Source: an optimization exercise on an open RTL-to-GDS flow (aim: small area). Production flows keep margins and buffers that such runs may drop.
Function was checked by simulation only, so behaviour that the tests miss may differ from the original.
Power figures rest on the tool's default switching activity, not on a simulated workload.

// memwb_stage
module memwb_stage (
  input  logic         clk,
  input  logic         reset,
  input  logic [3:0]   ctrl_MEM,
  input  logic [31:0]  ALU_out_MEM,
  input  logic [31:0]  write_data_MEM,
  input  logic [4:0]   reg_dst_MEM,
  output logic         mem_stall,
  output logic [1:0]   ctrl_WB,
  output logic [31:0]  read_data_WB,
  output logic [31:0]  ALU_out_WB,
  output logic [4:0]   reg_dst_WB,
  output logic         misalign_WB
);
Size in the first run: about 3,600 cells after synthesis, roughly 150 I/O pins, roughly 54,000 sq um of cells after synthesis.
Settings: LEC_CHECK=0, CAP_MARGIN=20, CORE_MARGIN=2, CORE_UTILIZATION=65, SLEW_MARGIN=20, SYNTH_HIERARCHICAL=1; clock period 3.5 ns.
standard.sh (not shown) runs the stock make flow with config.mk's settings and CLKGATE_MAP_FILE= SYNTH_SCRIPT=/design/flow/synth_recipe.tcl, a recipe that flattens the netlist after the stock synthesis.
==> flow/flow/run.sh <==
#!/bin/bash
# The standard layout, with three changes: ports are buffered with the
# smallest buffer; the buffers that timing-driven global placement adds while
# the placement is still rough are not kept (the later repair steps buffer and
# size from the final placement); and clock tree synthesis uses clkbuf_8
# clusters under a clkbuf_16 root, without dummy loads.
set -euo pipefail
export BUFFER_PORTS_ARGS="-buffer_cell sky130_fd_sc_hd__buf_1"
export GPL_KEEP_OVERFLOW=0
export CTS_ARGS="-sink_clustering_enable -repair_clock_nets -buf_list sky130_fd_sc_hd__clkbuf_8 -sink_clustering_size 20 -sink_clustering_max_diameter 60 -dont_use_dummy_load -root_buf sky130_fd_sc_hd__clkbuf_16"
bash standard.sh > standard_flow.log 2>&1
The first run completed and failed the layout checks on setup timing.
Rerun with:
--- a/flow/flow/run.sh
+++ b/flow/flow/run.sh
@@ -8,4 +8,4 @@
 export BUFFER_PORTS_ARGS="-buffer_cell sky130_fd_sc_hd__buf_1"
 export GPL_KEEP_OVERFLOW=0
-export CTS_ARGS="-sink_clustering_enable -repair_clock_nets -buf_list sky130_fd_sc_hd__clkbuf_8 -sink_clustering_size 20 -sink_clustering_max_diameter 60 -dont_use_dummy_load -root_buf sky130_fd_sc_hd__clkbuf_16"
+export CTS_ARGS="-sink_clustering_enable -repair_clock_nets -buf_list sky130_fd_sc_hd__clkbuf_8 -sink_clustering_size 20 -sink_clustering_max_diameter 55 -dont_use_dummy_load -root_buf sky130_fd_sc_hd__clkbuf_16"
 bash standard.sh > standard_flow.log 2>&1
--- a/flow/config.mk
+++ b/flow/config.mk
@@ -8,5 +8,8 @@
 export CAP_MARGIN = 20
 export CORE_MARGIN = 2
-export CORE_UTILIZATION = 65
+export CORE_UTILIZATION = 60
+export CTS_BUF_LIST = sky130_fd_sc_hd__clkbuf_8
+export CTS_CLUSTER_DIAMETER = 60
+export CTS_CLUSTER_SIZE = 20
 export SLEW_MARGIN = 20
 export SYNTH_HIERARCHICAL = 1
What happened:
- This time the run completed with no timing, DRC or antenna violations
- final cell count came out higher by 2.1%
- critical path depth came out higher by 1
- sequential power stays flat
- die area came out higher by 8.2%
- via count came out lower by 0.66%
- maximum frequency came out higher by 4.6%
- non-clock buffer count came out lower by 5
- count of clock-buffer cells in the layout came out higher by 17

* * *

## run A
Another version of the RTL of memwb_stage (not shown whole).
Size in the first run: ~3700 cells after synthesis, about 150 I/O pins.
Settings: LEC_CHECK=0, CAP_MARGIN=10, CORE_MARGIN=2, CORE_UTILIZATION=70, GPL_TIMING_DRIVEN=0, SLEW_MARGIN=10, SYNTH_HIERARCHICAL=1; clock period 3.5 ns.
==> flow/flow/run.sh <==
#!/bin/bash
# The standard layout, with two changes: ports are buffered with the smallest
# buffer, and clock tree synthesis uses clkbuf_8 clusters under a clkbuf_16 root, without dummy loads.
set -euo pipefail
export BUFFER_PORTS_ARGS="-buffer_cell sky130_fd_sc_hd__buf_1"
export CTS_ARGS="-sink_clustering_enable -repair_clock_nets -buf_list sky130_fd_sc_hd__clkbuf_8 -sink_clustering_size 18 -sink_clustering_max_diameter 50 -dont_use_dummy_load -root_buf sky130_fd_sc_hd__clkbuf_16"
bash standard.sh > standard_flow.log 2>&1
Run A: flow complete, layout not clean; failing: setup timing
--- input diff run A..run B ---
Settings: GPL_TIMING_DRIVEN no longer set, was 0; CTS_CLUSTER_DIAMETER now 60, previously not set; SLEW_MARGIN now 20, was 10; CTS_CLUSTER_SIZE now 20, previously not set; CAP_MARGIN now 20, was 10; CORE_UTILIZATION now 60, was 70; CTS_BUF_LIST now sky130_fd_sc_hd__clkbuf_8, previously not set.
==> flow/flow/run.sh <==
#!/bin/bash
# The standard layout, with two changes: ports are buffered with the smallest
# buffer, and clock tree synthesis uses clkbuf_8 clusters under a clkbuf_16 root, without dummy loads.
set -euo pipefail
export BUFFER_PORTS_ARGS="-buffer_cell sky130_fd_sc_hd__buf_1"
export CTS_ARGS="-sink_clustering_enable -repair_clock_nets -buf_list sky130_fd_sc_hd__clkbuf_8 -sink_clustering_size 20 -sink_clustering_max_diameter 60 -dont_use_dummy_load -root_buf sky130_fd_sc_hd__clkbuf_16"
bash standard.sh > standard_flow.log 2>&1
--- outcome ---
In summary, run B completed successfully, with a layout that passed the timing, DRC and antenna checks.
Run A: complete, dirty (setup timing)
[run B vs run A] setup TNS: higher in run B
There was hardly any difference in sequential share of cell area between run B and run A.
Run A has higher net switching power than run B.
Comparing run B and run A, the lower worst slack on hold paths was measured on run A.
[compare] base=run A new=run B: path length in cells of the critical path now sits higher; routed wire length now sits higher; number of buffers inserted by post-CTS setup repair now sits lower; part of the power in combinational logic now sits lower; count of clock-buffer cells in the layout now sits lower.
Setup changes, run B to run C
Settings: changing SLEW_MARGIN from 20 to 10; removing CTS_BUF_LIST (formerly sky130_fd_sc_hd__clkbuf_8); changing CORE_UTILIZATION from 60 to 70; changing CAP_MARGIN from 20 to 10; removing CTS_CLUSTER_DIAMETER (formerly 60); removing CTS_CLUSTER_SIZE (formerly 20).
==> flow/flow/run.sh <==
#!/bin/bash
# The standard layout, with two changes: ports are buffered with the smallest
# buffer, and clock tree synthesis uses clkbuf_8 clusters under a clkbuf_16 root, without dummy loads.
set -euo pipefail
export BUFFER_PORTS_ARGS="-buffer_cell sky130_fd_sc_hd__buf_1"
export CTS_ARGS="-sink_clustering_enable -repair_clock_nets -buf_list sky130_fd_sc_hd__clkbuf_8 -sink_clustering_size 18 -sink_clustering_max_diameter 50 -dont_use_dummy_load -root_buf sky130_fd_sc_hd__clkbuf_16"
bash standard.sh > standard_flow.log 2>&1
[summary]
Run C: worst setup slack after layout is 0.063 ns lower than what run B reported. For worst stage delay on the critical path, run C and run B come out practically identical. | switching part of the total power | run C vs run B | 0.16 points lower |. Against run B, run C comes in 1.9% lower on maximum frequency. For run B, the worst setup path endpoint was read_data_wb_q[7], unlike run C, where it was read_data_wb_q[2]. Per the comparison of run C with run B, clock share of power rose by 0.3 points; power rose by 0.61%. Run C was carried through to the last stage, and its layout satisfied the timing, DRC and antenna checks.
--- input diff run C..run D ---
Settings: a change of CAP_MARGIN from 10 to 0; a change of CORE_UTILIZATION from 70 to 65.
==> flow/flow/run.sh <==
#!/bin/bash
# The standard layout, with two changes: ports are buffered with the smallest
# buffer, and clock tree synthesis uses clkbuf_8 clusters under a clkbuf_16 root, without dummy loads.
set -euo pipefail
export BUFFER_PORTS_ARGS="-buffer_cell sky130_fd_sc_hd__buf_1"
export CTS_ARGS="-sink_clustering_enable -repair_clock_nets -buf_list sky130_fd_sc_hd__clkbuf_8 -sink_clustering_size 20 -sink_clustering_max_diameter 55 -dont_use_dummy_load -root_buf sky130_fd_sc_hd__clkbuf_16"
bash standard.sh > standard_flow.log 2>&1
[summary]
- Across run D and run C, none had a timing, DRC or antenna violation.
- In terms of synthesis-to-finish area growth, run D and run C differ only marginally.
- Run D vs run C: internal power down slightly
- [run D] measured slew at the worst slew-check pin fell 0.036 ns relative to run C

static timing again, ports no longer ideal:
No port has a modelled driver above. Below, the same layouts with a new extraction and two added sets of constraints. Step 1 sets driving cells, clkbuf_16 on the clock port and buf_2 on the other inputs (assumed; they add their load-dependent delay and slew). Step 2 also shifts input and output timing later by t, the mid clock arrival at the registers, as if the neighbouring blocks saw the same clock. Three values: ideal, step 1, step 2; two values: the first two.
run	shift t [ns]	setup slack, ns	hold slack, ns	worst setup path after step 2
the first run of note 1	0.727	-0.028 / -0.028 / -0.557	0.089 / 0.039 / 0.300	input to register
the second run of note 1	0.757	0.127 / 0.127 / -0.490	0.061 / 0.022 / 0.279	input to register
run A	0.756	-0.043 / -0.043 / -0.630	0.047 / 0.002 / 0.291	input to register
run B	0.768	0.253 / 0.253 / -0.306	0.063 / 0.020 / 0.273	input to register
run C	0.756	0.191 / 0.191 / -0.272	0.063 / 0.020 / 0.286	input to register
run D	0.758	0.182 / 0.182 / -0.330	0.049 / 0.002 / 0.280	input to register
With both steps, setup timing fails in the second run of note 1, run B, run C and run D, where it was met with ideal ports. The setup slack of the second run of note 1, which loses most, moves by 0.000 ns with the drivers and by -0.617 ns with both steps.
